Background: an optimization exercise with open tools, aiming at small area, a short achievable clock period and few clock cycles. Do not read the settings as production practice.
RTL that was checked went through simulation tests only; none was proved equivalent to the original.
No functional check of the RTL was part of runs 1 and 2.
Power and IR drop assume default switching activity.

<file path="flow/design.v">
`default_nettype none
package isp_pkg;
    localparam int BEATS_PER_PIC  = 192;
    localparam int PIX_PER_BEAT   = 16;
    localparam int PLANE_BEATS    = 64;
    localparam int WIN_SIZE       = 6;
    localparam int WIN_FIRST_ROW  = 13;
    localparam int WIN_FIRST_COL  = 13;
    localparam int EXPO_SHIFT     = 10;
    localparam int RESULT_LATENCY = 16;
    typedef logic [7:0]   pixel_t;
    typedef logic [127:0] beat_t;
    typedef logic [7:0]   beat_idx_t;
    typedef logic [1:0]   ratio_t;
    typedef logic [7:0]   result_t;
    typedef logic [13:0]  diff_sum_t;
endpackage
`default_nettype wire
`timescale 1ns/1ps
`default_nettype none
module isp_focus_contrast (
    input  logic       clk,
    input  logic       rst_n,
    input  logic       start,
    input  logic [7:0] t0,
    input  logic [7:0] t1,
    input  logic [7:0] t2,
    input  logic [7:0] n0,
    input  logic [7:0] u0,
    input  logic [7:0] u1,
    input  logic [7:0] u2,
    output logic       rot,
    output logic       done,
    output logic [1:0] res
);
    typedef enum logic [1:0] {
        PH_IDLE,
        PH_ROT,       
        PH_SETTLE,    
        PH_DIV        
    } phase_t;
    phase_t     phase;
    logic [1:0] pass;
    logic [3:0] e;            
    logic [3:0] cnt;
    logic       last_step;
    assign rot       = (phase == PH_ROT);
    assign last_step = (pass == 2'd2) && (e == 4'd9);
    always_ff @(posedge clk or negedge rst_n) begin
        if (!rst_n) begin
            phase <= PH_IDLE;
            done  <= 1'b0;
        end else begin
            done <= 1'b0;
            if (start) begin
                phase <= PH_ROT;
            end else begin
                case (phase)
                    PH_ROT:    if (last_step) phase <= PH_SETTLE;
                    PH_SETTLE: if (cnt == 4'd4) phase <= PH_DIV;
                    PH_DIV: begin
                        if (cnt == 4'd0) begin
                            phase <= PH_IDLE;
                            done  <= 1'b1;
                        end
                    end
                    default: ;
                endcase
            end
        end
    end
    logic [1:0] pass_n;
    logic [3:0] e_n;
    always_comb begin
        pass_n = pass;
        e_n    = e;
        if (start) begin
            pass_n = '0;
            e_n    = '0;
        end else if (rot) begin
            e_n = (e == 4'd11) ? 4'd0 : e + 4'd1;
            if (e == 4'd11) begin
                pass_n = pass + 2'd1;
            end
        end
    end
    always_ff @(posedge clk) begin
        pass <= pass_n;
        e    <= e_n;
        case (phase)
            PH_ROT:    cnt <= '0;
            PH_SETTLE: cnt <= (cnt == 4'd4) ? 4'd8 : cnt + 4'd1;
            PH_DIV:    cnt <= cnt - 4'd1;
            default:   cnt <= '0;
        endcase
    end
    logic [2:0] rn;
    logic       hn;
    logic       r14, r13, r23, r2, r04;
    logic       vd  [2];
    logic       c4d [2];
    logic       c2d [2];
    logic [1:0] sel;          
    logic       val [2];
    logic       c4  [2];
    logic       c2  [2];
    logic [7:0] opa [2];
    logic [7:0] opb [2];
    assign rn  = e_n[3:1];
    assign hn  = e_n[0];
    assign r14 = (rn >= 3'd1) && (rn <= 3'd4);
    assign r13 = (rn >= 3'd1) && (rn <= 3'd3);
    assign r23 = (rn == 3'd2) || (rn == 3'd3);
    assign r2  = (rn == 3'd2);
    assign r04 = (rn <= 3'd4);
    always_comb begin
        case (pass_n)
            2'd0: begin
                vd[0] = 1'b1;  c4d[0] = hn && r14;   c2d[0] = 1'b0;
                vd[1] = 1'b1;  c4d[1] = !hn && r14;  c2d[1] = 1'b0;
            end
            2'd1: begin
                vd[0] = r04;   c4d[0] = hn && r13;   c2d[0] = hn && r2;
                vd[1] = !hn;   c4d[1] = !hn && r14;  c2d[1] = !hn && r23;
            end
            default: begin
                vd[0] = r04;   c4d[0] = r13;         c2d[0] = 1'b0;
                vd[1] = r04;   c4d[1] = !hn && r13;  c2d[1] = !hn && r2;
            end
        endcase
    end
    always_ff @(posedge clk) begin
        sel <= {pass_n == 2'd2, pass_n == 2'd1};
        for (int j = 0; j < 2; j++) begin
            val[j] <= vd[j];
            c4[j]  <= c4d[j];
            c2[j]  <= c2d[j];
        end
    end
    always_comb begin
        opa[0] = sel[1] ? t1 : t0;
        opb[0] = sel[1] ? u1 : (sel[0] ? u0 : t1);
        opa[1] = t2;
        opb[1] = sel[1] ? u2 : (sel[0] ? n0 : t1);
    end
    logic [8:0] sd  [2];
    logic [7:0] dq  [2];
    logic       iq  [2];
    logic       q4m [2];
    logic       q2m [2];
    always_comb begin
        for (int j = 0; j < 2; j++) begin
            sd[j] = {1'b0, opa[j]} + {1'b0, ~opb[j]};
        end
    end
    always_ff @(posedge clk) begin
        for (int j = 0; j < 2; j++) begin
            dq[j]  <= (rot && val[j]) ? (sd[j][7:0] ^ {8{!sd[j][8]}}) : 8'd0;
            iq[j]  <= rot && val[j] && sd[j][8];
            q4m[j] <= c4[j];
            q2m[j] <= c2[j];
        end
    end
    logic [13:0] s6, s4;
    logic [9:0]  s2;
    logic [2:0]  k6, k4;      
    logic [1:0]  k2;          
    logic [13:0] a6x, a6y, a4x, a4y;
    logic [9:0]  a2x;
    logic        a2i;
    logic [13:0] n6, n4;
    logic [9:0]  n2;
    logic [2:0]  m6, m4;
    logic [1:0]  m2;
    logic [13:0] cs6, cc6, cs4, cc4;
    logic [14:0] cy6, cy4;
    logic [10:0] cy2;
    logic [13:0] b6, b4;
    always_comb begin
        a6x = 14'(dq[0]);
        a6y = 14'(dq[1]);
        a4x = 14'(dq[0] & {8{q4m[0]}});
        a4y = 14'(dq[1] & {8{q4m[1]}});
        a2x = 10'((dq[0] & {8{q2m[0]}}) | (dq[1] & {8{q2m[1]}}));
        a2i = (iq[0] && q2m[0]) || (iq[1] && q2m[1]);
        for (int k = 0; k < 14; k++) begin
            cs6[k] = s6[k] ^ a6x[k] ^ a6y[k];
            cc6[k] = (s6[k] & a6x[k]) | (s6[k] & a6y[k]) | (a6x[k] & a6y[k]);
            b6[k]  = (k == 0) ? iq[0] : cc6[k == 0 ? 0 : k - 1];
        end
        cy6[0] = iq[1];
        for (int k = 0; k < 14; k++) begin
            n6[k]     = cs6[k] ^ b6[k] ^ cy6[k];
            cy6[k+1]  = (cs6[k] & b6[k]) | (cs6[k] & cy6[k]) | (b6[k] & cy6[k]);
            if (k == 3 || k == 7 || k == 11) begin
                m6[k/4]  = cy6[k+1];
                cy6[k+1] = k6[k/4];
            end
        end
        for (int k = 0; k < 14; k++) begin
            cs4[k] = s4[k] ^ a4x[k] ^ a4y[k];
            cc4[k] = (s4[k] & a4x[k]) | (s4[k] & a4y[k]) | (a4x[k] & a4y[k]);
            b4[k]  = (k == 0) ? (iq[0] && q4m[0]) : cc4[k == 0 ? 0 : k - 1];
        end
        cy4[0] = iq[1] && q4m[1];
        for (int k = 0; k < 14; k++) begin
            n4[k]     = cs4[k] ^ b4[k] ^ cy4[k];
            cy4[k+1]  = (cs4[k] & b4[k]) | (cs4[k] & cy4[k]) | (b4[k] & cy4[k]);
            if (k == 3 || k == 7 || k == 11) begin
                m4[k/4]  = cy4[k+1];
                cy4[k+1] = k4[k/4];
            end
        end
        cy2[0] = a2i;
        for (int k = 0; k < 10; k++) begin
            n2[k]    = s2[k] ^ a2x[k] ^ cy2[k];
            cy2[k+1] = (s2[k] & a2x[k]) | (s2[k] & cy2[k]) | (a2x[k] & cy2[k]);
            if (k == 3 || k == 7) begin
                m2[k/4]  = cy2[k+1];
                cy2[k+1] = k2[k/4];
            end
        end
    end
    always_ff @(posedge clk) begin
        if (start) begin
            s6 <= '0;
            s4 <= '0;
            s2 <= '0;
            k6 <= '0;
            k4 <= '0;
            k2 <= '0;
        end else begin
            s6 <= n6;
            s4 <= n4;
            s2 <= n2;
            k6 <= m6;
            k4 <= m4;
            k2 <= m2;
        end
    end
    logic [5:0] rem;           
    logic [6:0] rem2;
    logic       qb6, qb2, qb4;
    logic       eq26, gt26, eq46, gt46, eq24, gt24;
    assign qb2  = (cnt <= 4'd7) ? s2[cnt + 4'd2] : 1'b0;
    assign qb4  = s4[cnt + 4'd4];
    assign rem2 = {rem, s6[cnt]};
    assign qb6  = (rem2 >= 7'd36);
    always_ff @(posedge clk) begin
        if (phase != PH_DIV) begin
            rem  <= {1'b0, s6[13:9]};
        end else begin
            rem <= 6'(qb6 ? rem2 - 7'd36 : rem2);
        end
        if (phase == PH_SETTLE) begin
            eq26 <= 1'b1;
            gt26 <= 1'b0;
            eq46 <= 1'b1;
            gt46 <= 1'b0;
            eq24 <= 1'b1;
            gt24 <= 1'b0;
        end else if (phase == PH_DIV) begin
            if (eq26 && qb2 != qb6) begin
                eq26 <= 1'b0;
                gt26 <= qb2;
            end
            if (eq46 && qb4 != qb6) begin
                eq46 <= 1'b0;
                gt46 <= qb4;
            end
            if (eq24 && qb2 != qb4) begin
                eq24 <= 1'b0;
                gt24 <= qb2;
            end
        end
    end
    always_comb begin
        if ((eq24 || gt24) && (eq26 || gt26)) begin
            res = 2'd0;
        end else if (eq46 || gt46) begin
            res = 2'd1;
        end else begin
            res = 2'd2;
        end
    end
endmodule
`default_nettype wire
`timescale 1ns/1ps
`default_nettype none
module isp_exposure_acc (
    input  logic          clk,
    input  logic [127:0]  x,
    output logic [10:0]   sa,
    output logic [10:0]   sb
);
    logic s1;
    logic c2;
    logic s3;
    logic c4;
    logic s5;
    logic c6;
    logic s7;
    logic c8;
    logic s9;
    logic c10;
    logic s11;
    logic c12;
    logic s13;
    logic c14;
    logic s15;
    logic c16;
    logic s17;
    logic c18;
    logic s19;
    logic c20;
    logic s21;
    logic c22;
    logic s23;
    logic c24;
    logic s25;
    logic c26;
    logic s27;
    logic c28;
    logic s29;
    logic c30;
    logic s31;
    logic c32;
    logic s33;
    logic c34;
    logic s35;
    logic c36;
    logic s37;
    logic c38;
    logic s39;
    logic c40;
    logic s41;
    logic c42;
    logic s43;
    logic c44;
    logic s45;
    logic c46;
    logic s47;
    logic c48;
    logic s49;
    logic c50;
    logic s51;
    logic c52;
    logic s53;
    logic c54;
    logic s55;
    logic c56;
    logic s57;
    logic c58;
    logic s59;
    logic c60;
    logic s61;
    logic c62;
    logic s63;
    logic c64;
    logic s65;
    logic c66;
    logic s67;
    logic c68;
    logic s69;
    logic c70;
    logic s71;
    logic c72;
    logic s73;
    logic c74;
    logic s75;
    logic c76;
    logic s77;
    logic c78;
    logic s79;
    logic c80;
    logic s81;
    logic c82;
    logic s83;
    logic c84;
    logic s85;
    logic c86;
    logic s87;
    logic c88;
    logic s89;
    logic c90;
    logic s91;
    logic c92;
    logic s93;
    logic c94;
    logic s95;
    logic c96;
    logic s97;
    logic c98;
    logic s99;
    logic c100;
    logic s101;
    logic c102;
    logic s103;
    logic c104;
    logic s105;
    logic c106;
    logic s107;
    logic c108;
    logic s109;
    logic c110;
    logic s111;
    logic c112;
    logic s113;
    logic c114;
    logic s115;
    logic c116;
    logic s117;
    logic c118;
    logic s119;
    logic c120;
    logic s121;
    logic c122;
    logic s123;
    logic c124;
    logic s125;
    logic c126;
    logic s127;
    logic c128;
    logic q129;
    logic q130;
    logic q131;
    logic q132;
    logic q133;
    logic q134;
    logic q135;
    logic q136;
    logic q137;
    logic q138;
    logic q139;
    logic q140;
    logic q141;
    logic q142;
    logic q143;
    logic q144;
    logic q145;
    logic q146;
    logic q147;
    logic q148;
    logic q149;
    logic q150;
    logic q151;
    logic q152;
    logic q153;
    logic q154;
    logic q155;
    logic q156;
    logic q157;
    logic q158;
    logic q159;
    logic q160;
    logic q161;
    logic q162;
    logic q163;
    logic q164;
    logic q165;
    logic q166;
    logic q167;
    logic q168;
    logic q169;
    logic q170;
    logic q171;
    logic q172;
    logic q173;
    logic q174;
    logic q175;
    logic q176;
    logic q177;
    logic q178;
    logic q179;
    logic q180;
    logic q181;
    logic q182;
    logic q183;
    logic q184;
    logic q185;
    logic q186;
    logic q187;
    logic q188;
    logic q189;
    logic q190;
    logic q191;
    logic q192;
    logic s193;
    logic c194;
    logic s195;
    logic c196;
    logic s197;
    logic c198;
    logic s199;
    logic c200;
    logic s201;
    logic c202;
    logic s203;
    logic c204;
    logic s205;
    logic c206;
    logic s207;
    logic c208;
    logic s209;
    logic c210;
    logic s211;
    logic c212;
    logic s213;
    logic c214;
    logic s215;
    logic c216;
    logic s217;
    logic c218;
    logic s219;
    logic c220;
    logic s221;
    logic c222;
    logic s223;
    logic c224;
    logic s225;
    logic c226;
    logic s227;
    logic c228;
    logic s229;
    logic c230;
    logic s231;
    logic c232;
    logic s233;
    logic c234;
    logic s235;
    logic c236;
    logic s237;
    logic c238;
    logic s239;
    logic c240;
    logic s241;
    logic c242;
    logic s243;
    logic c244;
    logic s245;
    logic c246;
    logic s247;
    logic c248;
    logic s249;
    logic c250;
    logic s251;
    logic c252;
    logic s253;
    logic c254;
    logic s255;
    logic c256;
    logic s257;
    logic c258;
    logic s259;
    logic c260;
    logic s261;
    logic c262;
    logic s263;
    logic c264;
    logic s265;
    logic c266;
    logic s267;
    logic c268;
    logic s269;
    logic c270;
    logic s271;
    logic c272;
    logic s273;
    logic c274;
    logic s275;
    logic c276;
    logic s277;
    logic c278;
    logic s279;
    logic c280;
    logic s281;
    logic c282;
    assign s1 = x[0] ^ x[8] ^ x[16];
    assign c2 = (x[0] & x[8]) | (x[0] & x[16]) | (x[8] & x[16]);
    assign s3 = x[24] ^ x[32] ^ x[40];
    assign c4 = (x[24] & x[32]) | (x[24] & x[40]) | (x[32] & x[40]);
    assign s5 = x[48] ^ x[56] ^ x[64];
    assign c6 = (x[48] & x[56]) | (x[48] & x[64]) | (x[56] & x[64]);
    assign s7 = x[72] ^ x[80] ^ x[88];
    assign c8 = (x[72] & x[80]) | (x[72] & x[88]) | (x[80] & x[88]);
    assign s9 = x[96] ^ x[104] ^ x[112];
    assign c10 = (x[96] & x[104]) | (x[96] & x[112]) | (x[104] & x[112]);
    assign s11 = x[1] ^ x[9] ^ x[17];
    assign c12 = (x[1] & x[9]) | (x[1] & x[17]) | (x[9] & x[17]);
    assign s13 = x[25] ^ x[33] ^ x[41];
    assign c14 = (x[25] & x[33]) | (x[25] & x[41]) | (x[33] & x[41]);
    assign s15 = x[49] ^ x[57] ^ x[65];
    assign c16 = (x[49] & x[57]) | (x[49] & x[65]) | (x[57] & x[65]);
    assign s17 = x[73] ^ x[81] ^ x[89];
    assign c18 = (x[73] & x[81]) | (x[73] & x[89]) | (x[81] & x[89]);
    assign s19 = x[97] ^ x[105] ^ x[113];
    assign c20 = (x[97] & x[105]) | (x[97] & x[113]) | (x[105] & x[113]);
    assign s21 = x[2] ^ x[10] ^ x[18];
    assign c22 = (x[2] & x[10]) | (x[2] & x[18]) | (x[10] & x[18]);
    assign s23 = x[26] ^ x[34] ^ x[42];
    assign c24 = (x[26] & x[34]) | (x[26] & x[42]) | (x[34] & x[42]);
    assign s25 = x[50] ^ x[58] ^ x[66];
    assign c26 = (x[50] & x[58]) | (x[50] & x[66]) | (x[58] & x[66]);
    assign s27 = x[74] ^ x[82] ^ x[90];
    assign c28 = (x[74] & x[82]) | (x[74] & x[90]) | (x[82] & x[90]);
    assign s29 = x[98] ^ x[106] ^ x[114];
    assign c30 = (x[98] & x[106]) | (x[98] & x[114]) | (x[106] & x[114]);
    assign s31 = x[3] ^ x[11] ^ x[19];
    assign c32 = (x[3] & x[11]) | (x[3] & x[19]) | (x[11] & x[19]);
    assign s33 = x[27] ^ x[35] ^ x[43];
    assign c34 = (x[27] & x[35]) | (x[27] & x[43]) | (x[35] & x[43]);
    assign s35 = x[51] ^ x[59] ^ x[67];
    assign c36 = (x[51] & x[59]) | (x[51] & x[67]) | (x[59] & x[67]);
    assign s37 = x[75] ^ x[83] ^ x[91];
    assign c38 = (x[75] & x[83]) | (x[75] & x[91]) | (x[83] & x[91]);
    assign s39 = x[99] ^ x[107] ^ x[115];
    assign c40 = (x[99] & x[107]) | (x[99] & x[115]) | (x[107] & x[115]);
    assign s41 = x[4] ^ x[12] ^ x[20];
    assign c42 = (x[4] & x[12]) | (x[4] & x[20]) | (x[12] & x[20]);
    assign s43 = x[28] ^ x[36] ^ x[44];
    assign c44 = (x[28] & x[36]) | (x[28] & x[44]) | (x[36] & x[44]);
    assign s45 = x[52] ^ x[60] ^ x[68];
    assign c46 = (x[52] & x[60]) | (x[52] & x[68]) | (x[60] & x[68]);
    assign s47 = x[76] ^ x[84] ^ x[92];
    assign c48 = (x[76] & x[84]) | (x[76] & x[92]) | (x[84] & x[92]);
    assign s49 = x[100] ^ x[108] ^ x[116];
    assign c50 = (x[100] & x[108]) | (x[100] & x[116]) | (x[108] & x[116]);
    assign s51 = x[5] ^ x[13] ^ x[21];
    assign c52 = (x[5] & x[13]) | (x[5] & x[21]) | (x[13] & x[21]);
    assign s53 = x[29] ^ x[37] ^ x[45];
    assign c54 = (x[29] & x[37]) | (x[29] & x[45]) | (x[37] & x[45]);
    assign s55 = x[53] ^ x[61] ^ x[69];
    assign c56 = (x[53] & x[61]) | (x[53] & x[69]) | (x[61] & x[69]);
    assign s57 = x[77] ^ x[85] ^ x[93];
    assign c58 = (x[77] & x[85]) | (x[77] & x[93]) | (x[85] & x[93]);
    assign s59 = x[101] ^ x[109] ^ x[117];
    assign c60 = (x[101] & x[109]) | (x[101] & x[117]) | (x[109] & x[117]);
    assign s61 = x[6] ^ x[14] ^ x[22];
    assign c62 = (x[6] & x[14]) | (x[6] & x[22]) | (x[14] & x[22]);
    assign s63 = x[30] ^ x[38] ^ x[46];
    assign c64 = (x[30] & x[38]) | (x[30] & x[46]) | (x[38] & x[46]);
    assign s65 = x[54] ^ x[62] ^ x[70];
    assign c66 = (x[54] & x[62]) | (x[54] & x[70]) | (x[62] & x[70]);
    assign s67 = x[78] ^ x[86] ^ x[94];
    assign c68 = (x[78] & x[86]) | (x[78] & x[94]) | (x[86] & x[94]);
    assign s69 = x[102] ^ x[110] ^ x[118];
    assign c70 = (x[102] & x[110]) | (x[102] & x[118]) | (x[110] & x[118]);
    assign s71 = x[7] ^ x[15] ^ x[23];
    assign c72 = (x[7] & x[15]) | (x[7] & x[23]) | (x[15] & x[23]);
    assign s73 = x[31] ^ x[39] ^ x[47];
    assign c74 = (x[31] & x[39]) | (x[31] & x[47]) | (x[39] & x[47]);
    assign s75 = x[55] ^ x[63] ^ x[71];
    assign c76 = (x[55] & x[63]) | (x[55] & x[71]) | (x[63] & x[71]);
    assign s77 = x[79] ^ x[87] ^ x[95];
    assign c78 = (x[79] & x[87]) | (x[79] & x[95]) | (x[87] & x[95]);
    assign s79 = x[103] ^ x[111] ^ x[119];
    assign c80 = (x[103] & x[111]) | (x[103] & x[119]) | (x[111] & x[119]);
    assign s81 = s1 ^ s3 ^ s5;
    assign c82 = (s1 & s3) | (s1 & s5) | (s3 & s5);
    assign s83 = s7 ^ s9 ^ x[120];
    assign c84 = (s7 & s9) | (s7 & x[120]) | (s9 & x[120]);
    assign s85 = s11 ^ s13 ^ s15;
    assign c86 = (s11 & s13) | (s11 & s15) | (s13 & s15);
    assign s87 = s17 ^ s19 ^ x[121];
    assign c88 = (s17 & s19) | (s17 & x[121]) | (s19 & x[121]);
    assign s89 = c2 ^ c4 ^ c6;
    assign c90 = (c2 & c4) | (c2 & c6) | (c4 & c6);
    assign s91 = s21 ^ s23 ^ s25;
    assign c92 = (s21 & s23) | (s21 & s25) | (s23 & s25);
    assign s93 = s27 ^ s29 ^ x[122];
    assign c94 = (s27 & s29) | (s27 & x[122]) | (s29 & x[122]);
    assign s95 = c12 ^ c14 ^ c16;
    assign c96 = (c12 & c14) | (c12 & c16) | (c14 & c16);
    assign s97 = s31 ^ s33 ^ s35;
    assign c98 = (s31 & s33) | (s31 & s35) | (s33 & s35);
    assign s99 = s37 ^ s39 ^ x[123];
    assign c100 = (s37 & s39) | (s37 & x[123]) | (s39 & x[123]);
    assign s101 = c22 ^ c24 ^ c26;
    assign c102 = (c22 & c24) | (c22 & c26) | (c24 & c26);
    assign s103 = s41 ^ s43 ^ s45;
    assign c104 = (s41 & s43) | (s41 & s45) | (s43 & s45);
    assign s105 = s47 ^ s49 ^ x[124];
    assign c106 = (s47 & s49) | (s47 & x[124]) | (s49 & x[124]);
    assign s107 = c32 ^ c34 ^ c36;
    assign c108 = (c32 & c34) | (c32 & c36) | (c34 & c36);
    assign s109 = s51 ^ s53 ^ s55;
    assign c110 = (s51 & s53) | (s51 & s55) | (s53 & s55);
    assign s111 = s57 ^ s59 ^ x[125];
    assign c112 = (s57 & s59) | (s57 & x[125]) | (s59 & x[125]);
    assign s113 = c42 ^ c44 ^ c46;
    assign c114 = (c42 & c44) | (c42 & c46) | (c44 & c46);
    assign s115 = s61 ^ s63 ^ s65;
    assign c116 = (s61 & s63) | (s61 & s65) | (s63 & s65);
    assign s117 = s67 ^ s69 ^ x[126];
    assign c118 = (s67 & s69) | (s67 & x[126]) | (s69 & x[126]);
    assign s119 = c52 ^ c54 ^ c56;
    assign c120 = (c52 & c54) | (c52 & c56) | (c54 & c56);
    assign s121 = s71 ^ s73 ^ s75;
    assign c122 = (s71 & s73) | (s71 & s75) | (s73 & s75);
    assign s123 = s77 ^ s79 ^ x[127];
    assign c124 = (s77 & s79) | (s77 & x[127]) | (s79 & x[127]);
    assign s125 = c62 ^ c64 ^ c66;
    assign c126 = (c62 & c64) | (c62 & c66) | (c64 & c66);
    assign s127 = c72 ^ c74 ^ c76;
    assign c128 = (c72 & c74) | (c72 & c76) | (c74 & c76);
    assign s193 = q131 ^ q132 ^ q133;
    assign c194 = (q131 & q132) | (q131 & q133) | (q132 & q133);
    assign s195 = q134 ^ q135 ^ q136;
    assign c196 = (q134 & q135) | (q134 & q136) | (q135 & q136);
    assign s197 = q138 ^ q139 ^ q140;
    assign c198 = (q138 & q139) | (q138 & q140) | (q139 & q140);
    assign s199 = q141 ^ q142 ^ q143;
    assign c200 = (q141 & q142) | (q141 & q143) | (q142 & q143);
    assign s201 = q146 ^ q147 ^ q148;
    assign c202 = (q146 & q147) | (q146 & q148) | (q147 & q148);
    assign s203 = q149 ^ q150 ^ q151;
    assign c204 = (q149 & q150) | (q149 & q151) | (q150 & q151);
    assign s205 = q154 ^ q155 ^ q156;
    assign c206 = (q154 & q155) | (q154 & q156) | (q155 & q156);
    assign s207 = q157 ^ q158 ^ q159;
    assign c208 = (q157 & q158) | (q157 & q159) | (q158 & q159);
    assign s209 = q162 ^ q163 ^ q164;
    assign c210 = (q162 & q163) | (q162 & q164) | (q163 & q164);
    assign s211 = q165 ^ q166 ^ q167;
    assign c212 = (q165 & q166) | (q165 & q167) | (q166 & q167);
    assign s213 = q170 ^ q171 ^ q172;
    assign c214 = (q170 & q171) | (q170 & q172) | (q171 & q172);
    assign s215 = q173 ^ q174 ^ q175;
    assign c216 = (q173 & q174) | (q173 & q175) | (q174 & q175);
    assign s217 = q178 ^ q179 ^ q180;
    assign c218 = (q178 & q179) | (q178 & q180) | (q179 & q180);
    assign s219 = q181 ^ q182 ^ q183;
    assign c220 = (q181 & q182) | (q181 & q183) | (q182 & q183);
    assign s221 = q186 ^ q187 ^ q188;
    assign c222 = (q186 & q187) | (q186 & q188) | (q187 & q188);
    assign s223 = q189 ^ q190 ^ q191;
    assign c224 = (q189 & q190) | (q189 & q191) | (q190 & q191);
    assign s225 = s193 ^ s195 ^ q137;
    assign c226 = (s193 & s195) | (s193 & q137) | (s195 & q137);
    assign s227 = s197 ^ s199 ^ q144;
    assign c228 = (s197 & s199) | (s197 & q144) | (s199 & q144);
    assign s229 = q145 ^ c194 ^ c196;
    assign c230 = (q145 & c194) | (q145 & c196) | (c194 & c196);
    assign s231 = s201 ^ s203 ^ q152;
    assign c232 = (s201 & s203) | (s201 & q152) | (s203 & q152);
    assign s233 = q153 ^ c198 ^ c200;
    assign c234 = (q153 & c198) | (q153 & c200) | (c198 & c200);
    assign s235 = s205 ^ s207 ^ q160;
    assign c236 = (s205 & s207) | (s205 & q160) | (s207 & q160);
    assign s237 = q161 ^ c202 ^ c204;
    assign c238 = (q161 & c202) | (q161 & c204) | (c202 & c204);
    assign s239 = s209 ^ s211 ^ q168;
    assign c240 = (s209 & s211) | (s209 & q168) | (s211 & q168);
    assign s241 = q169 ^ c206 ^ c208;
    assign c242 = (q169 & c206) | (q169 & c208) | (c206 & c208);
    assign s243 = s213 ^ s215 ^ q176;
    assign c244 = (s213 & s215) | (s213 & q176) | (s215 & q176);
    assign s245 = q177 ^ c210 ^ c212;
    assign c246 = (q177 & c210) | (q177 & c212) | (c210 & c212);
    assign s247 = s217 ^ s219 ^ q184;
    assign c248 = (s217 & s219) | (s217 & q184) | (s219 & q184);
    assign s249 = q185 ^ c214 ^ c216;
    assign c250 = (q185 & c214) | (q185 & c216) | (c214 & c216);
    assign s251 = s221 ^ s223 ^ c218;
    assign c252 = (s221 & s223) | (s221 & c218) | (s223 & c218);
    assign s253 = q192 ^ c222 ^ c224;
    assign c254 = (q192 & c222) | (q192 & c224) | (c222 & c224);
    assign s255 = s227 ^ s229 ^ c226;
    assign c256 = (s227 & s229) | (s227 & c226) | (s229 & c226);
    assign s257 = s231 ^ s233 ^ c228;
    assign c258 = (s231 & s233) | (s231 & c228) | (s233 & c228);
    assign s259 = s235 ^ s237 ^ c232;
    assign c260 = (s235 & s237) | (s235 & c232) | (s237 & c232);
    assign s261 = s239 ^ s241 ^ c236;
    assign c262 = (s239 & s241) | (s239 & c236) | (s241 & c236);
    assign s263 = s243 ^ s245 ^ c240;
    assign c264 = (s243 & s245) | (s243 & c240) | (s245 & c240);
    assign s265 = s247 ^ s249 ^ c244;
    assign c266 = (s247 & s249) | (s247 & c244) | (s249 & c244);
    assign s267 = s251 ^ c220 ^ c248;
    assign c268 = (s251 & c220) | (s251 & c248) | (c220 & c248);
    assign s269 = s257 ^ c230 ^ c256;
    assign c270 = (s257 & c230) | (s257 & c256) | (c230 & c256);
    assign s271 = s259 ^ c234 ^ c258;
    assign c272 = (s259 & c234) | (s259 & c258) | (c234 & c258);
    assign s273 = s261 ^ c238 ^ c260;
    assign c274 = (s261 & c238) | (s261 & c260) | (c238 & c260);
    assign s275 = s263 ^ c242 ^ c262;
    assign c276 = (s263 & c242) | (s263 & c262) | (c242 & c262);
    assign s277 = s265 ^ c246 ^ c264;
    assign c278 = (s265 & c246) | (s265 & c264) | (c246 & c264);
    assign s279 = s267 ^ c250 ^ c266;
    assign c280 = (s267 & c250) | (s267 & c266) | (c250 & c266);
    assign s281 = s253 ^ c252 ^ c268;
    assign c282 = (s253 & c252) | (s253 & c268) | (c252 & c268);
    always_ff @(posedge clk) begin
        q129 <= s81;
        q130 <= s83;
        q131 <= s85;
        q132 <= s87;
        q133 <= s89;
        q134 <= c8;
        q135 <= c10;
        q136 <= c82;
        q137 <= c84;
        q138 <= s91;
        q139 <= s93;
        q140 <= s95;
        q141 <= c18;
        q142 <= c20;
        q143 <= c86;
        q144 <= c88;
        q145 <= c90;
        q146 <= s97;
        q147 <= s99;
        q148 <= s101;
        q149 <= c28;
        q150 <= c30;
        q151 <= c92;
        q152 <= c94;
        q153 <= c96;
        q154 <= s103;
        q155 <= s105;
        q156 <= s107;
        q157 <= c38;
        q158 <= c40;
        q159 <= c98;
        q160 <= c100;
        q161 <= c102;
        q162 <= s109;
        q163 <= s111;
        q164 <= s113;
        q165 <= c48;
        q166 <= c50;
        q167 <= c104;
        q168 <= c106;
        q169 <= c108;
        q170 <= s115;
        q171 <= s117;
        q172 <= s119;
        q173 <= c58;
        q174 <= c60;
        q175 <= c110;
        q176 <= c112;
        q177 <= c114;
        q178 <= s121;
        q179 <= s123;
        q180 <= s125;
        q181 <= c68;
        q182 <= c70;
        q183 <= c116;
        q184 <= c118;
        q185 <= c120;
        q186 <= s127;
        q187 <= c78;
        q188 <= c80;
        q189 <= c122;
        q190 <= c124;
        q191 <= c126;
        q192 <= c128;
        sa <= {c254, s281, s279, s277, s275, s273, s271, s269, s255, s225, q129};
        sb <= {c282, c280, c278, c276, c274, c272, c270, 1'b0, 1'b0, 1'b0, q130};
    end
endmodule
`default_nettype wire
`timescale 1ns/1ps
`default_nettype none
module isp_top (
    input  logic             clk,
    input  logic             rst_n,
    input  logic             in_valid,
    input  logic             in_mode,
    input  isp_pkg::ratio_t  in_ratio_mode,
    input  logic             pix_valid,
    input  isp_pkg::beat_t   pix_data,
    output logic             busy,
    output logic             out_valid,
    output isp_pkg::result_t out_data
);
    logic [7:0] bcnt;       
    logic       mode_q;
    logic [1:0] ratio_q;
    logic       busy_q;
    logic       rmode;      
    logic [1:0] rratio;
    logic       last0;
    assign last0 = pix_valid && (bcnt == 8'd191);
    always_ff @(posedge clk) begin
        busy_q <= rst_n && (in_valid || (busy_q && !last0));
    end
    always_ff @(posedge clk) begin
        if (in_valid) begin
            bcnt    <= '0;
            mode_q  <= in_mode;
            ratio_q <= in_ratio_mode;
        end else if (pix_valid) begin
            bcnt <= last0 ? 8'd0 : bcnt + 8'd1;
        end
        if (last0) begin
            rmode  <= mode_q;
            rratio <= ratio_q;
        end
    end
    assign busy = busy_q;
    logic red0, green0, blue0, wrow0;
    assign red0   = (bcnt[7:6] == 2'd0);
    assign green0 = (bcnt[7:6] == 2'd1);
    assign blue0  = (bcnt[7:6] == 2'd2);
    assign wrow0  = (bcnt[5:0] >= 6'd26) && (bcnt[5:0] <= 6'd37);
    logic       sat;
    logic [3:0] colmask0;
    logic [7:0] bcnt_n;
    logic [1:0] ratio_n;
    logic       mode_n;
    logic [3:0] thr_n;
    logic [127:0] xbits;
    assign bcnt_n  = in_valid ? 8'd0 : (pix_valid ? (last0 ? 8'd0 : bcnt + 8'd1) : bcnt);
    assign ratio_n = in_valid ? in_ratio_mode : ratio_q;
    assign mode_n  = in_valid ? in_mode : mode_q;
    assign thr_n   = (bcnt_n[7:6] == 2'd1) ? 4'(3 - ratio_n) : 4'(4 - ratio_n);
    always_ff @(posedge clk) begin
        sat <= mode_n && (ratio_n == 2'd3);
        for (int j = 0; j < 4; j++) begin
            colmask0[j] <= (4'(j) >= thr_n);
        end
    end
    always_comb begin
        for (int i = 0; i < 16; i++) begin
            for (int j = 0; j < 7; j++) begin
                xbits[8*i + j] = (j >= 4 || colmask0[j % 4]) && (pix_data[8*i + j] || (sat && pix_data[8*i + 7]));
            end
            xbits[8*i + 7] = !sat && pix_data[8*i + 7];
        end
    end
    logic [10:0] sa, sb;
    isp_exposure_acc i_tree (
        .clk (clk),
        .x   (xbits),
        .sa  (sa),
        .sb  (sb)
    );
    logic        v1, v2, e3;
    logic        first1, first2, last1, last2, g1, g2;
    logic [18:0] acc;     
    logic [10:0] acc_lo;
    logic [7:0]  acc_hi;
    logic [1:0]  acc_k;
    always_ff @(posedge clk or negedge rst_n) begin
        if (!rst_n) begin
            v1    <= 1'b0;
            v2    <= 1'b0;
            e3    <= 1'b0;
        end else begin
            v1    <= pix_valid;
            v2    <= v1;
            e3    <= v2 && last2;
        end
    end
    always_ff @(posedge clk) begin
        last1 <= last0;
        last2 <= last1;
    end
    always_ff @(posedge clk) begin
        first1 <= pix_valid && (bcnt == 8'd0);
        first2 <= first1;
        g1     <= green0;
        g2     <= g1;
        {acc_k, acc_lo} <= 13'(first2 ? 11'd0 : acc_lo)
                         + (!v2 ? 13'd0 : g2 ? 13'(sa) : 13'(sa[10:1]))
                         + (!v2 ? 13'd0 : g2 ? 13'(sb) : 13'(sb[10:1]));
        acc_hi <= first2 ? 8'd0 : acc_hi + 8'(acc_k);
    end
    assign acc = {acc_hi + 8'(acc_k), acc_lo};
    logic [7:0] expo_res;
    always_comb begin
        case (rratio)
            2'd0:    expo_res = {2'b0, acc[18:13]};
            2'd1:    expo_res = {1'b0, acc[18:12]};
            2'd2:    expo_res = acc[18:11];
            default: expo_res = acc[17:10];
        endcase
    end
    logic       wv1, wred1, wend1;
    logic [6:0] wp1 [3];
    always_ff @(posedge clk or negedge rst_n) begin
        if (!rst_n) begin
            wv1    <= 1'b0;
        end else begin
            wv1    <= pix_valid && !mode_q && wrow0;
        end
    end
    always_ff @(posedge clk) begin
        wred1 <= red0;
        wend1 <= blue0 && (bcnt[5:0] == 6'd37);
        for (int j = 0; j < 3; j++) begin
            if (bcnt[0]) begin
                wp1[j] <= green0 ? pix_data[8*j + 1 +: 7] : {1'b0, pix_data[8*j + 2 +: 6]};
            end else begin
                wp1[j] <= green0 ? pix_data[8*(13 + j) + 1 +: 7] : {1'b0, pix_data[8*(13 + j) + 2 +: 6]};
            end
        end
    end
    logic [7:0] ch [3][12];
    logic       pact;         
    logic       chain_en;
    assign chain_en = wv1 || pact;
    always_ff @(posedge clk) begin
        if (chain_en) begin
            for (int j = 0; j < 3; j++) begin
                ch[j][0] <= (wred1 && wv1 ? 8'd0 : ch[j][11]) + (wv1 ? 8'(wp1[j]) : 8'd0);
                for (int k = 1; k < 12; k++) begin
                    ch[j][k] <= ch[j][k-1];
                end
            end
        end
    end
    logic       fdone_p;
    logic [1:0] fres;
    isp_focus_contrast i_contrast (
        .clk   (clk),
        .rst_n (rst_n),
        .start (wv1 && wend1),
        .t0    (ch[0][11]),
        .t1    (ch[1][11]),
        .t2    (ch[2][11]),
        .n0    (ch[0][10]),
        .u0    (ch[0][9]),
        .u1    (ch[1][9]),
        .u2    (ch[2][9]),
        .rot   (pact),
        .done  (fdone_p),
        .res   (fres)
    );
    logic pend, fire, fdone;
    assign fire = (e3 || pend) && (rmode || fdone);
    always_ff @(posedge clk or negedge rst_n) begin
        if (!rst_n) begin
            pend  <= 1'b0;
            fdone <= 1'b0;
        end else begin
            pend  <= !fire && (pend || e3);
            fdone <= !fire && (fdone || fdone_p);
        end
    end
    always_ff @(posedge clk) begin
        out_valid <= fire;
        out_data  <= fire ? (rmode ? expo_res : {6'd0, fres}) : 8'd0;
    end
endmodule
`default_nettype wire
</file>
<file path="flow/flow/run.sh">
#!/bin/bash
# The standard layout (standard.sh), with plain buffers (buf_1) on the
# ports instead of the delay buffers buffer_ports picks by default, and
# timing repair aimed at a setup slack of 5.3 ns.
set -euo pipefail
mkdir -p logs
export BUFFER_PORTS_ARGS="-buffer_cell sky130_fd_sc_hd__buf_1"
bash standard.sh SETUP_SLACK_MARGIN=5.3 finish > logs/standard.log 2>&1
</file>
<file path="flow/standard.sh">
#!/bin/bash
# synth_recipe.tcl (not shown) runs the flow's synth.tcl, then flattens the netlist and writes it again
# the make line also repeats each setting of config.mk as NAME=value (left out here)
make -C /OpenROAD-flow-scripts/flow DESIGN_CONFIG=/design/flow/config.mk WORK_HOME=/design/flow/orfs CLKGATE_MAP_FILE= SYNTH_SCRIPT=/design/flow/synth_recipe.tcl "${@:-finish}"
</file>
<file path="flow/config.mk">
export PLATFORM = sky130hd
export DESIGN_NAME = isp_top
export DESIGN_NICKNAME = isp_top
export VERILOG_FILES = /design/flow/design.v
export SDC_FILE = /design/flow/constraint.sdc
export NUM_CORES = 4
export LEC_CHECK = 0
export ABC_AREA = 1
export CAP_MARGIN = 20
export CORE_MARGIN = 2
export CORE_UTILIZATION = 60
export CTS_CLUSTER_DIAMETER = 80
export CTS_CLUSTER_SIZE = 30
export SETUP_SLACK_MARGIN = 5
export SLEW_MARGIN = 20
</file>
<file path="flow/constraint.sdc">
create_clock -name core_clock -period 8.0 [get_ports {clk}]
set_input_delay 1.6000 -clock core_clock [delete_from_list [all_inputs] [get_ports {clk}]]
set_output_delay 1.6000 -clock core_clock [all_outputs]
set_load 0.01 [all_outputs]
</file>
==> run summary, run 1 <==
Max Freq=0.358 GHz; Slew @ Worst Pin=0.854 ns; total grt overflow=0; fin crit period=2.80 ns; initial DRC count=1372; Final Cycle Share=0.349; fin worst setup slack=5.20 ns; syn avg cell area=10.8 um^2; CP Max Fanout=6; final hold viol count=0; crit path buf inv count=3; cell family contributing the most delay on the critical path=adder cells; register bit total from synthesis=557; Routed Antenna Nets=0; TritonCTS Buffers=29; Post-synth EDFFs=291; worst path cell trace=inv_2, nor2_4, buf_12, a22oi_2, fa_1, inv_2, ha_4, nand2_2, a21oi_2, nor2_1, nand2_2, a21oi_2, nor2_1, nor2_1, xor2_1; nets=2887; Post-Syn Instances=2341; Finished Cell Area=28700 um^2; relative slew slack=0.431; clock latency (worst-skew pair)=0.61 ns; Cell Area, Placed=26900 um^2; hpwl dp=40.4 mm; initial core utilization=0.604; full die area=43700 um^2; H-tree levels=1; io pins=145; DIE WIDTH=209 um; Setup CP Type=reg -> reg; number of synthesis warnings=20; DRT Pass-1 Iters=8; first-pass GRT wire length=84.9 mm; CP Launch Type=register; sequential fraction of the synthesis area=0.559; Port Buffers=144; remaining routing DRC violations=0; Top FF cell, synth=edfxtp_1; initial antenna violation count=0; largest net degree at the start of global routing=217; Post-Syn Nets=2722; hold_buf cts=0; clk slew on worst S/H paths=0.10 ns; vias after detailed routing=16162; dpl cells=2984; Sink Count=557; Rows=75; HP Class=reg -> reg; Die Y=209 um; Max Buffers Root-to-Sink=3; Core Util, Final=0.687; peak supply drop=0.000203 V; Core ar.=41800 um^2; crit end category=register; RSZ-0062 raised after global routing=true; setup violators final=0; pre-CTS setup slack=4.48 ns; Post-Syn Area=25200 um^2; Routed WL=54.8 mm; Critical Path RT=8.51 ns; share of cells above drive strength 1=0.147; top-count cell post-synth=inv_1; asr flop ratio synth=0.0162; PwrDens=244 nW/um^2; ranking of synthesized cells by area=edfxtp_1, dfxtp_1, fa_1, inv_1, nand2_1; Final GP Congestion=0.867; Non-Filler Instances=3068; Yosys top cell by area=edfxtp_1; CTS tree=yes; Slew Limit Fails=0; # diodes=0; crit path DAT=3.30 ns; Tot GR Track Use=0.252; most common library cells after synthesis=inv_1, nand2_1, edfxtp_1, nor2_1, dfxtp_1; Max-Cap Viols=0; Yosys top cell area share=0.346; Avg Vias per Cell=5.27; CP max stage delay=0.55 ns; Critical Path Most Common Cell=nor2_1; WL/cell=17.9 um; Area Overhead vs Synth=13.7%; Slowest-stage cell, CP=fa_1; final setup skew=0.0236 ns; static leakage=12.2 nW; Post-Route Setup TNS=0 ns; Cell variety after synth=47; outcome=finished clean; CTS Root Cell=clkbuf_16; vias in the first global route=16415
==> layer usage <==
metal / GRT usage / vias to the layer above / share of wire
li1: - / 7804 / -
met1: 0.350 / 7875 / 0.44
met2: 0.418 / 403 / 0.48
met3: 0.0374 / 80 / 0.055
met4: 0.0712 / 0 / 0.029
met5: 0 / - / 0
==> cells in the final DEF, fill, tap and decap left out, types with 9 or more instances in the layout <==
cell type / n
nand2_2: 16
o22ai_1: 22
ha_1: 69
edfxtp_1: 291
o21ai_0: 69
nand4_1: 15
nor2_1: 258
inv_1: 357
a21oi_1: 83
nand3_1: 60
nor3_1: 9
xnor2_1: 18
nand2_1: 331
o21ai_1: 13
a21oi_2: 16
inv_8: 9
or2_4: 11
nor2_2: 22
clkbuf_16: 32
fa_2: 50
inv_2: 24
nor2_4: 17
buf_4: 24
or2_2: 12
o211ai_1: 9
dfxtp_2: 13
xor2_1: 30
o21ai_2: 10
fa_1: 117
nand2_4: 14
dfxtp_1: 239
buf_1: 119
a22oi_2: 9
buf_2: 16
==> cells by family after synthesis <==
kind of cell | after synthesis | share of synthesized area
flip-flops | 557 | 0.559
multiplexers | 1 | 0.000397
buffers and inverters | 444 | 0.0664
AO/OA/AOI/OAI | 261 | 0.0578
AND/OR/NAND/NOR | 784 | 0.128
XOR/XNOR | 48 | 0.0167
adder cells (fa/ha/maj) | 246 | 0.172
==> final timing paths <==
kind,from,end,slack (ns),depth (start not counted)
setup / recovery,v2,acc_k[0],5.20,15
hold / removal,first1,first2,0.33,0
setup reg to reg,v2,acc_k[0],5.20,15
hold reg to reg,first1,first2,0.33,0
max in group asynchronous,rst_n,wv1,6.47,1
min in group asynchronous,rst_n,v1,1.00,1
==> final cells by class <==
type,instances,area (um^2)
multi-input cells,1341,10300
clock buffers,34,766
repair inverters,2,12.5
repair buffers,175,946
well taps,539,674
flip-flops and latches,557,14100
clock inverters,20,254
inverters,400,1620
fillers,3171,13100
==> where the power goes <==
part | internal [W] | switching [W]
Sequential | 0.00322 | 0.000128
Clock | 0.000759 | 0.00101
Combinational | 0.000863 | 0.00102
==> sequential cells by signal, summed over array words and instances, names as in the netlist, 6 cells and up <==
signal / cells
acc_hi: 8
i_contrast.s4: 14
acc_lo: 11
i_contrast.s2: 10
ch: 288
i_contrast.rem: 6
i_contrast.dq: 16
i_tree.sa: 11
bcnt: 8
i_tree.sb: 8
i_contrast.s6: 14
out_data: 8
wp1: 21
==> repair_timing <==
action,4_1_cts,5_1_grt
pin swaps,9,41
resized for setup,76,88
hold endpoints to repair,0,0
setup buffers,16,9
setup endpoints to repair,306,251
gates cloned,3,2
==> per-stage QoR <==
step                hold slack (ns)  power (W)
floorplan                     0.310    0.00450
global placement              0.311    0.00504
detailed placement            0.312    0.00510
CTS                           0.330    0.00692
global route                  0.336    0.00740
finish                        0.331    0.00700
==> run 2: changes to the inputs <==
==> flow/flow/run.sh (replaced) <==
#!/bin/bash
# The standard layout (standard.sh), with plain buffers (buf_1) on the
# ports instead of the delay buffers buffer_ports picks by default, and
# timing repair aimed at a setup slack of 5.4 ns.
set -euo pipefail
mkdir -p logs
export BUFFER_PORTS_ARGS="-buffer_cell sky130_fd_sc_hd__buf_1"
bash standard.sh SETUP_SLACK_MARGIN=5.4 finish > logs/standard.log 2>&1
==> run summary, run 2 <==
HP Class=reg -> reg; Sink Count=557; top-count cell post-synth=inv_1; CTS Root Cell=clkbuf_16; vias after detailed routing=16127; DIE WIDTH=209 um; CP Max Fanout=8; relative slew slack=0.383; Post-Route Setup TNS=0 ns; Tot GR Track Use=0.255; register bit total from synthesis=557; Port Buffers=144; initial DRC count=1284; Slew @ Worst Pin=0.925 ns; fin worst setup slack=5.30 ns; crit end category=register; initial antenna violation count=0; first-pass GRT wire length=86.0 mm; H-tree levels=1; hpwl dp=41.2 mm; vias in the first global route=16169; CP Launch Type=register; clock latency (worst-skew pair)=0.62 ns; Top FF cell, synth=edfxtp_1; final hold viol count=0; most common cell after layout, fill and taps aside=inv_1; Setup CP Type=reg -> reg; Post-synth EDFFs=291; Routed Antenna Nets=0; nets=2909; asr flop ratio synth=0.0162; outcome=finished clean; io pins=145; clk slew on worst S/H paths=0.11 ns; # diodes=0; Cell Area, Placed=27000 um^2; peak supply drop=0.000234 V; final setup skew=0.0278 ns; Routed WL=54.9 mm; PwrDens=241 nW/um^2; ranking of synthesized cells by area=edfxtp_1, dfxtp_1, fa_1, inv_1, nand2_1; most common library cells after synthesis=inv_1, nand2_1, edfxtp_1, nor2_1, dfxtp_1; Max Freq=0.371 GHz; full die area=43700 um^2; Finished Cell Area=29200 um^2; CTS tree=yes; number of synthesis warnings=20; Yosys top cell by area=edfxtp_1; DRT Pass-1 Iters=4; Fillers=3066; WL/cell=17.8 um; Biggest register=ch; RSZ-0062 raised after global routing=true; Slew Limit Fails=0; Post-Syn Area=25200 um^2; most frequent cells in the layout=inv_1, nand2_1, edfxtp_1, nor2_1, dfxtp_1; static leakage=12.3 nW; sequential fraction of the synthesis area=0.559; max reg flops=288; Core ar.=41800 um^2; pre-CTS setup slack=4.44 ns; Final GP Congestion=0.904; Critical Path RT=8.57 ns; largest net degree at the start of global routing=134; Max Buffers Root-to-Sink=3; TritonCTS Buffers=30; Yosys top cell area share=0.346; area of the multi-input gates=10500 um^2; Final Cycle Share=0.337; Avg Vias per Cell=5.22; share of cells above drive strength 1=0.176; Area Overhead vs Synth=15.8%; Post-Syn Nets=2722; Rows=75; total grt overflow=0; Max-Cap Viols=0; Post-Syn Instances=2341; Largest regs=ch x288, wp1 x21, i_contrast.dq x16; setup violators final=0; FF/Latch Area=14200 um^2; Die Y=209 um; remaining routing DRC violations=0; crit path DAT=3.27 ns; syn avg cell area=10.8 um^2; Cell variety after synth=47; initial core utilization=0.604; fin crit period=2.70 ns
-- run 2: cell counts after synthesis --
Identical to the previous run, type by type.
-- run 2: report_power, final --
group	switching [W]	total (W)	internal [W]
Sequential	0.000130	0.00335	0.00322
Combinational	0.000993	0.00182	0.000827
Clock	0.00103	0.00187	0.000833
-- run 2: final timing paths --
check	from	end	slack [ns]	cells past startpoint
min	first1	first2	0.31	0
min in group asynchronous	rst_n	e3	0.96	1
max in group asynchronous	rst_n	wv1	6.56	1
max	v2	acc_k[0]	5.30	16
max reg2reg	v2	acc_k[0]	5.30	16
min reg2reg	first1	first2	0.31	0
-- run 2: cells by family after synthesis --
group / Yosys count / synth area share
simple gates: 784 / 0.128
flops: 557 / 0.559
buf+inv: 444 / 0.0664
compound gates: 261 / 0.0578
fa+ha+maj: 246 / 0.172
xor+xnor: 48 / 0.0167
mux: 1 / 0.000397
-- run 2: metrics by stage --
step	hold WS, ns	util	power (W)	cells
detailed placement	0.312	0.647	0.00508	2986
global placement	0.312	0.647	0.00500	2986
global route	0.317	0.700	0.00742	3091
CTS	0.325	0.688	0.00705	3072
floorplan	0.310	-	0.00450	2341
finish	0.313	0.700	0.00704	3091
-- run 2: cell type report --
type	instances	area share
flip-flops and latches	557	0.484
multi-input cells	1342	0.359
inverters	400	0.0569
repair buffers	195	0.0380
clock buffers	34	0.0284
well taps	539	0.0231
clock inverters	22	0.00997
repair inverters	2	0.000428
-- run 2: worst max-delay path, stage by stage, from the launching register on --
cell and delay (ns):
dfrtp_2 0.47, nand2_4 0.10, clkinvlp_4 0.13, buf_6 0.17
buf_6 0.12, a22oi_2 0.16, fa_1 0.45, inv_2 0.09
ha_4 0.22, nand2_1 0.06, nor2_1 0.04, nand2_1 0.07
nand2_1 0.08, a21oi_2 0.14, nor2_1 0.06, nor2_1 0.13
xor2_1 0.14
-- run 2: routing by layer --
metal / track usage / wire length, um / vias to the layer above
li1: - / - / 7841
met2: 0.416 / 25700 / 387
met4: 0.0823 / 1860 / 0
met5: 0 / 0 / -
met1: 0.356 / 24800 / 7802
met3: 0.0401 / 2660 / 97
-- run 2: repair_timing --
item / 4_1_cts / 5_1_grt
cloned: 3 / 1
pin swaps: 36 / 53
setup endpoints to repair: 325 / 146
setup buffers: 27 / 18
hold buffers: 0 / 0
gates resized for setup: 117 / 118
==> run 3: changes to the inputs <==
--- a/flow/design.v
+++ b/flow/design.v
@@ -940,7 +940,7 @@
         .sb  (sb)
     );
     logic        v1, v2, e3;
-    logic        first1, first2, last1, last2, g1, g2;
+    logic        first1, first2, last1, last2, g1, sf2, sh2;
     logic [18:0] acc;     
     logic [10:0] acc_lo;
     logic [7:0]  acc_hi;
@@ -964,10 +964,11 @@
         first1 <= pix_valid && (bcnt == 8'd0);
         first2 <= first1;
         g1     <= green0;
-        g2     <= g1;
+        sf2    <= v1 && g1;
+        sh2    <= v1 && !g1;
         {acc_k, acc_lo} <= 13'(first2 ? 11'd0 : acc_lo)
-                         + (!v2 ? 13'd0 : g2 ? 13'(sa) : 13'(sa[10:1]))
-                         + (!v2 ? 13'd0 : g2 ? 13'(sb) : 13'(sb[10:1]));
+                         + (13'(sa & {11{sf2}}) | 13'(sa[10:1] & {10{sh2}}))
+                         + (13'(sb & {11{sf2}}) | 13'(sb[10:1] & {10{sh2}}));
         acc_hi <= first2 ? 8'd0 : acc_hi + 8'(acc_k);
     end
     assign acc = {acc_hi + 8'(acc_k), acc_lo};
==> run summary, run 3 <==
Top FF cell, synth=edfxtp_1; Clock Power Share=0.262; DRT Pass-1 Iters=7; syn avg cell area=10.7 um^2; total grt overflow=0; Routed WL=54.7 mm; crit path DAT=1.07 ns; post-synthesis compound-gate area fraction=0.0582; crit end category=output port; share of cells above drive strength 1=0.167; Post-Route Setup TNS=0 ns; hpwl dp=40.2 mm; Tot GR Track Use=0.254; # diodes=0; Pint=0.00477 W; cell family contributing the most delay on the critical path=flip-flops; nets=2936; CP max stage delay=0.33 ns; Post-Syn Instances=2370; combinational family with the most area after synthesis=adder cells; Port Buffers=144; Core ar.=41900 um^2; XOR/XNOR Fraction of Synth Area=0.0169; worst path cell trace=buf_6; Seq pwr share=0.485; Critical Path RT=6.40 ns; Routed Antenna Nets=0; HP Start=i_contrast.c2[0]; HP Class=reg -> reg; Rows=75; outcome=finished clean; final hold viol count=0; Cell Area, Placed=27000 um^2; FF-to-FF path depth=11; initial antenna violation count=0; Post-synth EDFFs=291; clk slew on worst S/H paths=0.10 ns; ranking of synthesized cells by area=edfxtp_1, dfxtp_1, fa_1, inv_1, nand2_1; mux cell area share after synthesis=0.000790; most common library cells after synthesis=inv_1, nand2_1, nor2_1, edfxtp_1, dfxtp_1; top-count cell post-synth=inv_1; crit path buf inv count=1; Setup CP Type=reg -> out; remaining routing DRC violations=0; RSZ-0062 raised after global routing=true; Post-Syn Nets=2752; clock latency (worst-skew pair)=0.63 ns; Finished Cell Area=29200 um^2; Final Cycle Share=0.333; Fillers=3127; worst hold stages=0; CP Max Fanout=1; Die Y=210 um; Yosys top cell area share=0.345; register bit total from synthesis=558; relative slew slack=0.399; Hold EP=i_contrast.q2m[0]; vias in the first global route=16790; total power=0.00686 W; Cell variety after synth=47; initial DRC count=1344; WL/cell=17.5 um; peak supply drop=0.000181 V; max reg flops=288; Max-Cap Viols=0; asr flop ratio synth=0.0161; sequential fraction of the synthesis area=0.557; CP Launch Type=register; Slowest-stage cell, CP=dfxtp_2; fin crit period=2.67 ns; full die area=43900 um^2; most common cell after layout, fill and taps aside=inv_1; switching power total=0.00209 W; io pins=145; most frequent cells in the layout=inv_1, nand2_1, edfxtp_1, nor2_1, dfxtp_1; Sw Share=0.305; largest net degree at the start of global routing=108; Area Overhead vs Synth=15.1%; Synth Area in Simple Gates=0.124; Biggest register=ch; Max Freq=0.375 GHz; initial core utilization=0.606; Largest regs=ch x288, wp1 x21, i_contrast.dq x16; CTS Root Cell=clkbuf_16; vias after detailed routing=16305; H-tree levels=1; dpl cells=3012; reg2reg setup slack=5.36 ns; Synth Area in Adders=0.171; Logic pwr share=0.253; Final GP Congestion=0.964; first-pass GRT wire length=86.9 mm; Post-Syn Area=25400 um^2; final setup skew=0.0422 ns; Yosys top cell by area=edfxtp_1; FF-to-FF End=i_contrast.s4[3]; Slew Limit Fails=0; static leakage=12.4 nW; PwrDens=235 nW/um^2; TritonCTS Buffers=29; Max Buffers Root-to-Sink=3; hold_buf cts=0; Non-Filler Instances=3116; r2r startpoint=i_contrast.q4m[0]; Sink Count=558; number of synthesis warnings=20; Avg Vias per Cell=5.23; DIE WIDTH=210 um; setup violators final=0; Slew @ Worst Pin=0.902 ns; CTS tree=yes
run 3: cell count changes after synthesis, moves of 4 or more:
cell     delta
inv_1      +25
o22ai_1    +13
a22oi_1    -12
nand4_1     -6
a21oi_1     -5
buf_2       -5
buf_4       +5
a31oi_1     +4
nand3_1     +4
nor2_4      -4
run 3: cell families after synthesis:
| group | after synthesis |
|---|---|
| AO/OA/AOI/OAI | 265 |
| XOR/XNOR | 49 |
| adder cells (fa/ha/maj) | 247 |
| flip-flops | 558 |
| AND/OR/NAND/NOR | 777 |
| buffers and inverters | 472 |
| multiplexers | 2 |
run 3: power by group through the flow:
stage	logic, W	clock network (W)	registers, W
after CTS	0.00168	0.00184	0.00333
after detailed placement	0.00167	0	0.00340
final	0.00173	0.00180	0.00333
after floorplan	0.00116	0	0.00336
after global placement	0.00158	0	0.00340
after global routing	0.00202	0.00193	0.00335
run 3: cell type report:
| type | count | area, um^2 | share of cell area |
|---|---|---|---|
| clock buffers | 33 | 741 | 0.0254 |
| clock inverters | 21 | 320 | 0.0110 |
| inverters | 425 | 1750 | 0.0599 |
| multi-input cells | 1343 | 10400 | 0.355 |
| flip-flops and latches | 558 | 14200 | 0.486 |
| well taps | 539 | 674 | 0.0231 |
| repair buffers | 194 | 1120 | 0.0384 |
| repair inverters | 3 | 20.0 | 0.000686 |
run 3: worst max-delay path by stage:
stage                   startpoint                to  slack, ns  cells past startpoint
2_1_floorplan  i_contrast.phase[0]          ch[0][0]       4.78                      4
3_3_place_gp          pix_data[47]       i_tree.q129       4.54                      7
3_5_place_dp          pix_data[47]       i_tree.q138       4.48                      7
4_1_cts          i_contrast.q4m[1]  i_contrast.s4[3]       5.27                     11
5_1_grt          i_contrast.q4m[0]  i_contrast.s4[3]       5.27                     11
6_report                 out_valid         out_valid       5.33                      1
run 3: layer usage:
metal / global-route usage / up-vias / wire length (um)
met5: 0 / - / 0
met4: 0.0607 / 0 / 1410
met3: 0.0407 / 92 / 2960
met2: 0.433 / 462 / 26400
met1: 0.346 / 7863 / 23900
li1: - / 7888 / -
run 3: stage by stage:
step                setup WS, ns  utilization  hold WS (ns)
floorplan                   4.78            -         0.310
global placement            4.54        0.646         0.313
detailed placement          4.48        0.646         0.312
CTS                         5.27        0.683         0.331
global route                5.27        0.697         0.335
finish                      5.33        0.697         0.329
run 3: what timing repair did:
action / in CTS / in global routing
pin swaps: 29 / 62
setup buffers: 21 / 22
resized for setup: 111 / 135
endpoints found under the setup margin: 308 / 99
hold endpoints to repair: 0 / 0
gates cloned: 5 / 2
Testbench counts of run 3, summed over its fixed seeds: cycles 18,626.
==> run 4: changes to the inputs <==
==> flow/flow/run.sh (replaced) <==
#!/bin/bash
# The standard layout (standard.sh), with plain buffers (buf_1) on the
# ports instead of the delay buffers buffer_ports picks by default, and
# timing repair aimed at a setup slack of 5.3 ns.
set -euo pipefail
mkdir -p logs
export BUFFER_PORTS_ARGS="-buffer_cell sky130_fd_sc_hd__buf_1"
bash standard.sh SETUP_SLACK_MARGIN=5.3 finish > logs/standard.log 2>&1
==> run summary, run 4 <==
syn avg cell area=10.7 um^2; sequential fraction of the synthesis area=0.557; HP Class=reg -> reg; # diodes=0; worst path cell trace=buf_6; Post-Syn Instances=2370; initial core utilization=0.606; Cell variety after synth=47; Largest regs=ch x288, wp1 x21, i_contrast.dq x16; first-pass GRT wire length=86.3 mm; Fillers=3151; register bit total from synthesis=558; Tot GR Track Use=0.252; CP max stage delay=0.38 ns; CP Max Fanout=2; TritonCTS Buffers=27; Max Buffers Root-to-Sink=3; Post-Route Setup TNS=0 ns; vias after detailed routing=16168; Crit. Startpoint=busy_q; Routed Antenna Nets=0; Core Util, Final=0.681; asr flop ratio synth=0.0161; outcome=finished clean; Routed WL=54.3 mm; Core ar.=41900 um^2; CTS Root Cell=clkbuf_16; cell family contributing the most delay on the critical path=flip-flops; initial DRC count=1247; largest net degree at the start of global routing=99; Post-Syn Area=25400 um^2; number of synthesis warnings=20; Setup CP Type=reg -> out; Max-Cap Viols=0; Final Cycle Share=0.337; CP Launch Type=register; clock latency (worst-skew pair)=0.61 ns; nets=2916; full die area=43900 um^2; Area Overhead vs Synth=12.4%; hold_buf cts=0; Post-Syn Nets=2752; Biggest register=ch; top-count cell post-synth=inv_1; Yosys top cell by area=edfxtp_1; crit end category=output port; Die Y=210 um; RSZ-0062 raised after global routing=true; Finished Cell Area=28500 um^2; relative slew slack=0.525; Yosys top cell area share=0.345; most frequent cells in the layout=inv_1, nand2_1, edfxtp_1, nor2_1, dfxtp_1; r2r startpoint=i_contrast.q4m[0]; CTS tree=yes; most common cell after layout, fill and taps aside=inv_1; DIE WIDTH=210 um; crit path buf inv count=1; Rows=75; HP Start=i_contrast.c4[1]; total grt overflow=0; max reg flops=288; remaining routing DRC violations=0; static leakage=12.2 nW; crit path DAT=1.10 ns; Port Buffers=144; Top FF cell, synth=edfxtp_1; io pins=145; initial antenna violation count=0; final hold viol count=0; PwrDens=234 nW/um^2; hpwl dp=41.4 mm; Critical Path RT=6.40 ns; DRT Pass-1 Iters=5; Post-synth EDFFs=291; ranking of synthesized cells by area=edfxtp_1, dfxtp_1, fa_1, inv_1, nand2_1; Slowest-stage cell, CP=dfxtp_4; Final GP Congestion=0.921; WL/cell=17.6 um; share of cells above drive strength 1=0.128; clk slew on worst S/H paths=0.11 ns; Slew Limit Fails=0; setup violators final=0; Slew @ Worst Pin=0.704 ns; Avg Vias per Cell=5.23; peak supply drop=0.000234 V; Cell Area, Placed=27000 um^2; final setup skew=0.0218 ns; Max Freq=0.371 GHz; total power=0.00667 W; Sink Count=558; most common library cells after synthesis=inv_1, nand2_1, nor2_1, edfxtp_1, dfxtp_1; vias in the first global route=16443; H-tree levels=1; fin crit period=2.70 ns
-- run 4: cell types whose count changed in the layout (fill, tap and decap cells not counted), moves of 10 or more --
cell,delta
fa_1,+12
nor2_1,+12
nor2_2,-11
fa_2,-12
inv_1,+15
dfxtp_1,+10
buf_4,-20
inv_2,-14
-- run 4: cell families (layout without fill, tap and decap cells) --
kind of cell,count (synthesis),after routing,synth area share
AO/OA/AOI/OAI,265,265,0.0582
XOR/XNOR,49,49,0.0169
adder cells (fa/ha/maj),247,247,0.171
buffers and inverters,472,654,0.0714
flip-flops,558,558,0.557
multiplexers,2,2,0.000790
AND/OR/NAND/NOR,777,780,0.124
-- run 4: stage by stage --
step	std cells	worst slack, ns	hold WS (ns)
2_1_floorplan	2370	4.78	0.310
3_3_place_gp	3013	4.57	0.311
3_5_place_dp	3013	4.55	0.312
4_1_cts	3078	5.28	0.333
5_1_grt	3094	5.25	0.340
6_report	3094	5.30	0.333
-- run 4: power breakdown --
group | total (W) | switching (W) | internal, W | leakage [nW]
sequential | 0.00334 | 0.000115 | 0.00322 | 4.87
combinational | 0.00162 | 0.000905 | 0.000712 | 6.83
clock | 0.00172 | 0.000965 | 0.000753 | 0.465
total | 0.00667 | 0.00199 | 0.00469 | 12.2
-- run 4: layout make-up --
type	instances	area [um^2]	area share
multi-input combinational	1343	10100	0.354
inverter	425	1680	0.0590
timing repair inverter	3	20.0	0.000703
timing repair buffer	176	897	0.0315
tap	539	674	0.0237
clock inverter	16	251	0.00883
sequential	558	14200	0.497
clock buffer	34	712	0.0250
-- run 4: timing repair --
item / in CTS / in global routing
setup endpoints to repair: 266 / 53
pin swaps: 1 / 17
gates cloned: 6 / 1
buffers inserted: 9 / 15
resized for setup: 57 / 69
-- run 4: metal layers --
metal | track usage | part of all wire | vias up
met4 | 0.0499 | 0.022 | 0
met5 | 0 | 0 | -
met2 | 0.429 | 0.48 | 446
met1 | 0.354 | 0.45 | 7792
li1 | - | - | 7845
met3 | 0.0320 | 0.050 | 85
-- run 4: worst paths after layout --
kind	slack [ns]	to	cells after the start
setup / recovery	5.30	busy	1
hold / removal	0.33	i_contrast.q4m[1]	0
setup reg to reg	5.35	i_contrast.s4[7]	11
hold reg to reg	0.33	i_contrast.q4m[1]	0
max in group asynchronous	6.58	v2	1
min in group asynchronous	0.98	e3	1

[port drivers added, routing unchanged]
The flow's constraints put no driver on any port. The routed layouts listed below were extracted and timed again, unchanged, in two steps. Step 1: set_driving_cell puts a clkbuf_16 on clk and a buf_2 on each other input, an assumption about the parent block. Step 2 adds t to the input delays and takes it off the output delays; t is the mean of the earliest and latest rising clock arrival at the registers after step 1. Input paths then give back, and output paths get back, about the clock's delay inside the block. a / b / c = no drivers / after step 1 / after step 2; a / b = the first two.
| run | shift t [ns] | setup WS [ns] | cell pins on the clock port's net |
|---|---|---|---|
| run 1 | 0.659 | 5.204 / 5.204 / 4.679 | 1 |
| run 2 | 0.671 | 5.302 / 5.263 / 4.731 | 1 |
| run 3 | 0.671 | 5.334 / 5.276 / 4.696 | 1 |
| run 4 | 0.659 | 5.304 / 5.246 / 4.702 | 1 |
After both steps setup and hold are still met in every run listed. For run 3, which loses most, drivers alone change the setup slack by -0.058 ns; drivers and shift together by -0.638 ns.
